Source: an optimization exercise on an open RTL-to-GDS flow (aim: small area). Production flows keep margins and buffers that such runs may drop. RTL that was checked went through simulation tests only; none was proved equivalent to the original. Power and IR drop assume default switching activity.

north:
==> flow/design.v <==
module luma_stage (
    input  logic [23:0] din,
    output logic [7:0]  gray
);
    logic [5:0] ls, lc;
    logic [7:0] lx, ly;
    logic [8:0] lcy;
    for (genvar i = 0; i < 6; i++) begin : g_csa
        assign ls[i] = din[18+i] ^ din[9+i] ^ din[2+i];
        assign lc[i] = (din[18+i] & din[9+i]) | (din[18+i] & din[2+i]) | (din[9+i] & din[2+i]);
    end
    assign lx = {1'b0, din[15], ls};
    assign ly = {1'b0, lc, 1'b0};
    assign lcy[0] = 1'b0;
    for (genvar i = 0; i < 8; i++) begin : g_add
        assign gray[i]  = lx[i] ^ ly[i] ^ lcy[i];
        assign lcy[i+1] = (lx[i] & ly[i]) | (lx[i] & lcy[i]) | (ly[i] & lcy[i]);
    end
endmodule
module clamp_add #(
    parameter int W       = 6,
    parameter bit IN_INV  = 1'b0,
    parameter bit OUT_INV = 1'b0
) (
    input  logic [7:0]   a,
    input  logic [W-1:0] t,
    output logic [7:0]   o
);
    logic [7:0] b, s, nv;
    logic [7:0] cy;
    logic       sg, hi, lo;
    assign sg = t[W-1];
    if (IN_INV) begin : g_inv
        assign b = ~{{(8-W){sg}}, t};
        assign cy[0] = 1'b1;
        assign hi = ~(sg | a[7] | cy[7]);
        assign lo = sg & a[7] & cy[7];
        for (genvar i = 0; i < 7; i++) begin : g_sat
            assign nv[i] = (~s[i] | hi) & ~lo;
        end
        assign nv[7] = ~((a[7] & sg) | (a[7] & cy[7]) | (sg & cy[7]));
    end else begin : g_pos
        assign b = {{(8-W){sg}}, t};
        assign cy[0] = 1'b0;
        assign hi = ~sg & a[7] & cy[7];
        assign lo = sg & ~a[7] & ~cy[7];
        for (genvar i = 0; i < 7; i++) begin : g_sat
            assign nv[i] = (s[i] | hi) & ~lo;
        end
        assign nv[7] = (a[7] & ~sg) | (a[7] & cy[7]) | (~sg & cy[7]);
    end
    for (genvar i = 0; i < 7; i++) begin : g_bit
        assign s[i]    = a[i] ^ b[i] ^ cy[i];
        assign cy[i+1] = (a[i] & b[i]) | (a[i] & cy[i]) | (b[i] & cy[i]);
    end
    assign o = OUT_INV ? ~nv : nv;
endmodule
module error_quantizer (
    input  logic [4:0] q_hi,
    input  logic       q_cy,
    output logic [5:0] w7,
    output logic [4:0] w5,
    output logic [3:0] w3,
    output logic [2:0] w1
);
    logic [4:0] qs;
    logic [5:0] qc;
    assign qc[0] = q_cy;
    for (genvar i = 0; i < 5; i++) begin : g_inc
        assign qs[i]   = q_hi[i] ^ qc[i];
        assign qc[i+1] = q_hi[i] & qc[i];
    end
    assign w3 = qs[4:1];
    assign w1 = {qs[4], qs[4] & qs[3], qs[4] ^ qs[3]};
    logic [4:0] d5;
    logic [5:0] c5;
    assign d5 = {{3{~qs[4] & qs[3]}}, qs[4] ^ qs[3], qs[3]};
    assign c5[0] = 1'b0;
    for (genvar i = 0; i < 5; i++) begin : g_w5
        assign w5[i]   = qs[i] ^ d5[i] ^ c5[i];
        assign c5[i+1] = (qs[i] & d5[i]) | (qs[i] & c5[i]) | (d5[i] & c5[i]);
    end
    logic [3:0] ua, ue, u;
    logic [4:0] cu;
    assign ua = {qs[4], qs[4], qs[3], qs[2]};
    assign ue = {1'b0, qs[1] & qs[0], qs[1] & ~qs[0], qs[1] ^ qs[0]};
    assign cu[0] = 1'b0;
    for (genvar i = 0; i < 4; i++) begin : g_u
        assign u[i]    = ua[i] ^ ue[i] ^ cu[i];
        assign cu[i+1] = (ua[i] & ue[i]) | (ua[i] & cu[i]) | (ue[i] & cu[i]);
    end
    logic [3:0] fa4, fu;
    logic [4:0] c7;
    assign fa4 = {qs[4], qs[4], qs[3], qs[2]};
    assign fu  = {u[3], u[3], u[3], u[2]};
    assign w7[1:0] = u[1:0];
    assign c7[0] = 1'b0;
    for (genvar i = 0; i < 4; i++) begin : g_w7
        assign w7[i+2] = fa4[i+0] ^ fu[i] ^ c7[i];
        assign c7[i+1] = (fa4[i] & fu[i]) | (fa4[i] & c7[i]) | (fu[i] & c7[i]);
    end
endmodule
module dither_top (
    input  logic [23:0] din,
    input  logic        clk,
    input  logic        rst,
    input  logic        hs_in,
    input  logic        vs_in,
    input  logic        de_in,
    output logic [23:0] dout,
    output logic        hs_out,
    output logic        vs_out,
    output logic        de_out
);
    localparam int NST = 52;
    localparam int NGR = 50;
    logic [NST-1:0] de_sr;
    logic [NST-1:0] hs_sr;
    logic [NST-1:0] vs_sr;
    always_ff @(posedge clk) begin
        de_sr <= {de_sr[NST-2:0], de_in};
        hs_sr <= {hs_sr[NST-2:0], hs_in};
        vs_sr <= {vs_sr[NST-2:0], vs_in};
    end
    logic [5:0] rcnt;
    logic [6:0] rcy;
    logic       ok50;    
    logic       ok51;    
    assign ok51 = rcnt[5] & rcnt[4] & rcnt[2];
    assign ok50 = rcnt[5] & rcnt[4] & (rcnt[2] | (rcnt[1] & rcnt[0]));
    assign rcy[0] = ~ok51;
    for (genvar i = 0; i < 6; i++) begin : g_rcnt
        assign rcy[i+1] = rcy[i] & rcnt[i];
        always_ff @(posedge clk) begin
            rcnt[i] <= ~rst & (rcnt[i] ^ rcy[i]);
        end
    end
    logic [4:0] q_hi;    
    logic       q_cy;    
    logic       de_q;
    logic [5:0] w7;
    logic [4:0] w5;
    logic [3:0] w3;
    logic [2:0] w1;
    assign de_q = de_sr[50] & ok50;
    error_quantizer error_quantizer_i (
        .q_hi (q_hi),
        .q_cy (q_cy),
        .w7   (w7),
        .w5   (w5),
        .w3   (w3),
        .w1   (w1)
    );
    logic [11:0] col;
    logic [12:0] ccy;
    assign ccy[0] = 1'b1;
    for (genvar i = 0; i < 12; i++) begin : g_col
        assign ccy[i+1] = ccy[i] & col[i];
        always_ff @(posedge clk) begin
            col[i] <= de_q & (col[i] ^ ccy[i]);
        end
    end
    logic in_line;
    logic ok_m2, ok_m1, ok_0, ok_p1, ok_p2;
    assign in_line = de_q && (col[11:5] == 7'd0);
    assign ok_m2 = in_line && (col[4:0] >= 5'd2) && (col[4:0] < 5'd18);
    assign ok_m1 = in_line && (col[4:0] >= 5'd1) && (col[4:0] < 5'd17);
    assign ok_0  = in_line && (col[4:0] < 5'd16);
    assign ok_p1 = in_line && (col[4:0] < 5'd15);
    assign ok_p2 = in_line && (col[4:0] < 5'd14);
    logic [7:0] gr [NGR];        
    logic [7:0] nv [NGR+1];
    localparam logic [NGR-1:0] INV = 50'b10000000000000000000010101111111111111111111101010;
    luma_stage luma_stage_i (
        .din  (din),
        .gray (nv[0])
    );
    logic [2:0] t1;
    assign t1 = ok_p2 ? w1 : '0;
    clamp_add #(.W(3), .IN_INV(1'b0), .OUT_INV(1'b1)) tap1_i (
        .a (gr[0]),
        .t (t1),
        .o (nv[1])
    );
    logic [3:0] t2;
    assign t2 = ok_p1 ? w3 : '0;
    clamp_add #(.W(4), .IN_INV(1'b1), .OUT_INV(1'b0)) tap2_i (
        .a (gr[1]),
        .t (t2),
        .o (nv[2])
    );
    logic [4:0] t3;
    assign t3 = ok_0 ? w5 : '0;
    clamp_add #(.W(5), .IN_INV(1'b0), .OUT_INV(1'b1)) tap3_i (
        .a (gr[2]),
        .t (t3),
        .o (nv[3])
    );
    logic [3:0] t4;
    assign t4 = ok_m1 ? w3 : '0;
    clamp_add #(.W(4), .IN_INV(1'b1), .OUT_INV(1'b0)) tap4_i (
        .a (gr[3]),
        .t (t4),
        .o (nv[4])
    );
    logic [2:0] t5;
    assign t5 = ok_m2 ? w1 : '0;
    clamp_add #(.W(3), .IN_INV(1'b0), .OUT_INV(1'b1)) tap5_i (
        .a (gr[4]),
        .t (t5),
        .o (nv[5])
    );
    assign nv[6] = gr[5];
    assign nv[7] = gr[6];
    assign nv[8] = gr[7];
    assign nv[9] = gr[8];
    assign nv[10] = gr[9];
    assign nv[11] = gr[10];
    assign nv[12] = gr[11];
    assign nv[13] = gr[12];
    assign nv[14] = gr[13];
    assign nv[15] = gr[14];
    assign nv[16] = gr[15];
    assign nv[17] = gr[16];
    assign nv[18] = gr[17];
    assign nv[19] = gr[18];
    assign nv[20] = gr[19];
    assign nv[21] = gr[20];
    assign nv[22] = gr[21];
    assign nv[23] = gr[22];
    assign nv[24] = gr[23];
    logic [3:0] t25;
    assign t25 = ok_p2 ? w3 : '0;
    clamp_add #(.W(4), .IN_INV(1'b1), .OUT_INV(1'b0)) tap25_i (
        .a (gr[24]),
        .t (t25),
        .o (nv[25])
    );
    logic [4:0] t26;
    assign t26 = ok_p1 ? w5 : '0;
    clamp_add #(.W(5), .IN_INV(1'b0), .OUT_INV(1'b1)) tap26_i (
        .a (gr[25]),
        .t (t26),
        .o (nv[26])
    );
    logic [5:0] t27;
    assign t27 = ok_0 ? w7 : '0;
    clamp_add #(.W(6), .IN_INV(1'b1), .OUT_INV(1'b0)) tap27_i (
        .a (gr[26]),
        .t (t27),
        .o (nv[27])
    );
    logic [4:0] t28;
    assign t28 = ok_m1 ? w5 : '0;
    clamp_add #(.W(5), .IN_INV(1'b0), .OUT_INV(1'b1)) tap28_i (
        .a (gr[27]),
        .t (t28),
        .o (nv[28])
    );
    logic [3:0] t29;
    assign t29 = ok_m2 ? w3 : '0;
    clamp_add #(.W(4), .IN_INV(1'b1), .OUT_INV(1'b0)) tap29_i (
        .a (gr[28]),
        .t (t29),
        .o (nv[29])
    );
    assign nv[30] = gr[29];
    assign nv[31] = gr[30];
    assign nv[32] = gr[31];
    assign nv[33] = gr[32];
    assign nv[34] = gr[33];
    assign nv[35] = gr[34];
    assign nv[36] = gr[35];
    assign nv[37] = gr[36];
    assign nv[38] = gr[37];
    assign nv[39] = gr[38];
    assign nv[40] = gr[39];
    assign nv[41] = gr[40];
    assign nv[42] = gr[41];
    assign nv[43] = gr[42];
    assign nv[44] = gr[43];
    assign nv[45] = gr[44];
    assign nv[46] = gr[45];
    assign nv[47] = gr[46];
    assign nv[48] = gr[47];
    logic [4:0] t49;
    assign t49 = ok_p2 ? w5 : '0;
    clamp_add #(.W(5), .IN_INV(1'b0), .OUT_INV(1'b1)) tap49_i (
        .a (gr[48]),
        .t (t49),
        .o (nv[49])
    );
    logic [5:0] t50;
    assign t50 = ok_p1 ? w7 : '0;
    clamp_add #(.W(6), .IN_INV(1'b1), .OUT_INV(1'b0)) tap50_i (
        .a (gr[49]),
        .t (t50),
        .o (nv[50])
    );
    always_ff @(posedge clk) begin
        for (int k = 0; k < NGR; k++) gr[k] <= nv[k];
        q_hi <= nv[NGR][7:3];
        q_cy <= nv[NGR][7] & nv[NGR][2] & nv[NGR][1] & nv[NGR][0];
    end
    logic lvl;
    always_ff @(posedge clk) begin
        lvl <= q_hi[4];
    end
    assign dout   = {24{lvl}};
    assign de_out = de_sr[51] & ok51;
    assign hs_out = hs_sr[51] & ok51;
    assign vs_out = vs_sr[51] & ok51;
endmodule
Settings: LEC_CHECK=0, ABC_AREA=1, CAP_MARGIN=20, CORE_MARGIN=2, CORE_UTILIZATION=60, SLEW_MARGIN=20; clock period 7.0 ns.
standard.sh (not shown) runs the stock make flow with config.mk's settings and CLKGATE_MAP_FILE= SYNTH_SCRIPT=/design/flow/synth_recipe.tcl, a recipe that flattens the netlist after the stock synthesis.
==> flow/flow/run.sh <==
#!/bin/bash
# Layout flow: the standard flow (standard.sh, unchanged synthesis), with
#  - clock tree: larger sink clusters on clkbuf_8 leaf buffers and no dummy loads
#  - port buffers: the smallest buffer cell instead of the resizer's pick
# Every tool's full output goes to standard.log here and to ORFS's own per-step logs under orfs/logs.
set -euo pipefail
export CTS_ARGS="-sink_clustering_enable -repair_clock_nets -dont_use_dummy_load -sink_clustering_size 22 -sink_clustering_max_diameter 60 -buf_list sky130_fd_sc_hd__clkbuf_8"
export BUFFER_PORTS_ARGS="-buffer_cell sky130_fd_sc_hd__buf_1"
bash standard.sh finish > standard.log 2>&1
Here is what was changed in the inputs of south compared with north.
--- a/flow/design.v
+++ b/flow/design.v
@@ -119,48 +119,48 @@
     logic [NST-1:0] vs_sr;
     always_ff @(posedge clk) begin
         de_sr <= {de_sr[NST-2:0], de_in};
         hs_sr <= {hs_sr[NST-2:0], hs_in};
         vs_sr <= {vs_sr[NST-2:0], vs_in};
     end
-    logic [5:0] rcnt;
-    logic [6:0] rcy;
-    logic       ok50;    
-    logic       ok51;    
-    assign ok51 = rcnt[5] & rcnt[4] & rcnt[2];
-    assign ok50 = rcnt[5] & rcnt[4] & (rcnt[2] | (rcnt[1] & rcnt[0]));
-    assign rcy[0] = ~ok51;
-    for (genvar i = 0; i < 6; i++) begin : g_rcnt
-        assign rcy[i+1] = rcy[i] & rcnt[i];
-        always_ff @(posedge clk) begin
-            rcnt[i] <= ~rst & (rcnt[i] ^ rcy[i]);
-        end
-    end
     logic [4:0] q_hi;    
     logic       q_cy;    
     logic       de_q;
     logic [5:0] w7;
     logic [4:0] w5;
     logic [3:0] w3;
     logic [2:0] w1;
+    localparam logic [11:0] COL_RST = 12'd4045;
+    logic       all_ok;      
+    logic       col_zero;
+    logic       ok50;        
+    logic       ok51;        
+    logic       col_en;
+    assign ok50 = all_ok | col_zero;
+    assign ok51 = all_ok;
     assign de_q = de_sr[50] & ok50;
+    always_ff @(posedge clk) begin
+        all_ok <= ~rst & ok50;
+    end
     error_quantizer error_quantizer_i (
         .q_hi (q_hi),
         .q_cy (q_cy),
         .w7   (w7),
         .w5   (w5),
         .w3   (w3),
         .w1   (w1)
     );
     logic [11:0] col;
     logic [12:0] ccy;
+    assign col_zero = (col == 12'd0);
+    assign col_en = (~ok50) | de_q;
     assign ccy[0] = 1'b1;
     for (genvar i = 0; i < 12; i++) begin : g_col
         assign ccy[i+1] = ccy[i] & col[i];
         always_ff @(posedge clk) begin
-            col[i] <= de_q & (col[i] ^ ccy[i]);
+            col[i] <= rst ? COL_RST[i] : (col_en & (col[i] ^ ccy[i]));
         end
     end
     logic in_line;
     logic ok_m2, ok_m1, ok_0, ok_p1, ok_p2;
     assign in_line = de_q && (col[11:5] == 7'd0);
     assign ok_m2 = in_line && (col[4:0] >= 5'd2) && (col[4:0] < 5'd18);
--- outcome ---
The final layout from south, which completed every stage, passed the timing, design-rule and antenna checks at the end of the flow. north has a lower post-synthesis instance total than south. Cell area after technology mapping: south worse than north. south vs north: total stage count of the critical path up. Clock share of power: south > north. Overall via count from detail_route: south vs north up 283.
For north, only the layout was checked, not whether the RTL still works.

port drivers added, routing unchanged:
No port has a modelled driver above. Below, the same layouts with a new extraction and two added sets of constraints. Step 1 assumes that a clkbuf_16 drives the clock port and a buf_2 every other input. Step 2 moves the port delays by t, midway between the first and last clock arrival at a register: inputs arrive t later, outputs are due t later. That takes back most of the time a late clock gives input paths. a / b / c = ideal / step 1 / step 2; a / b = the first two.
run | t, ns | slack for setup (ns) | worst register clock-pin slew, ns | cell pins on the clock port's net
north | 0.553 | 1.476 / 1.476 / 1.476 | 0.12 / 0.12 | 1
south | 0.572 | 1.347 / 1.347 / 1.347 | 0.12 / 0.12 | 1
After both steps every run listed still meets setup and hold.
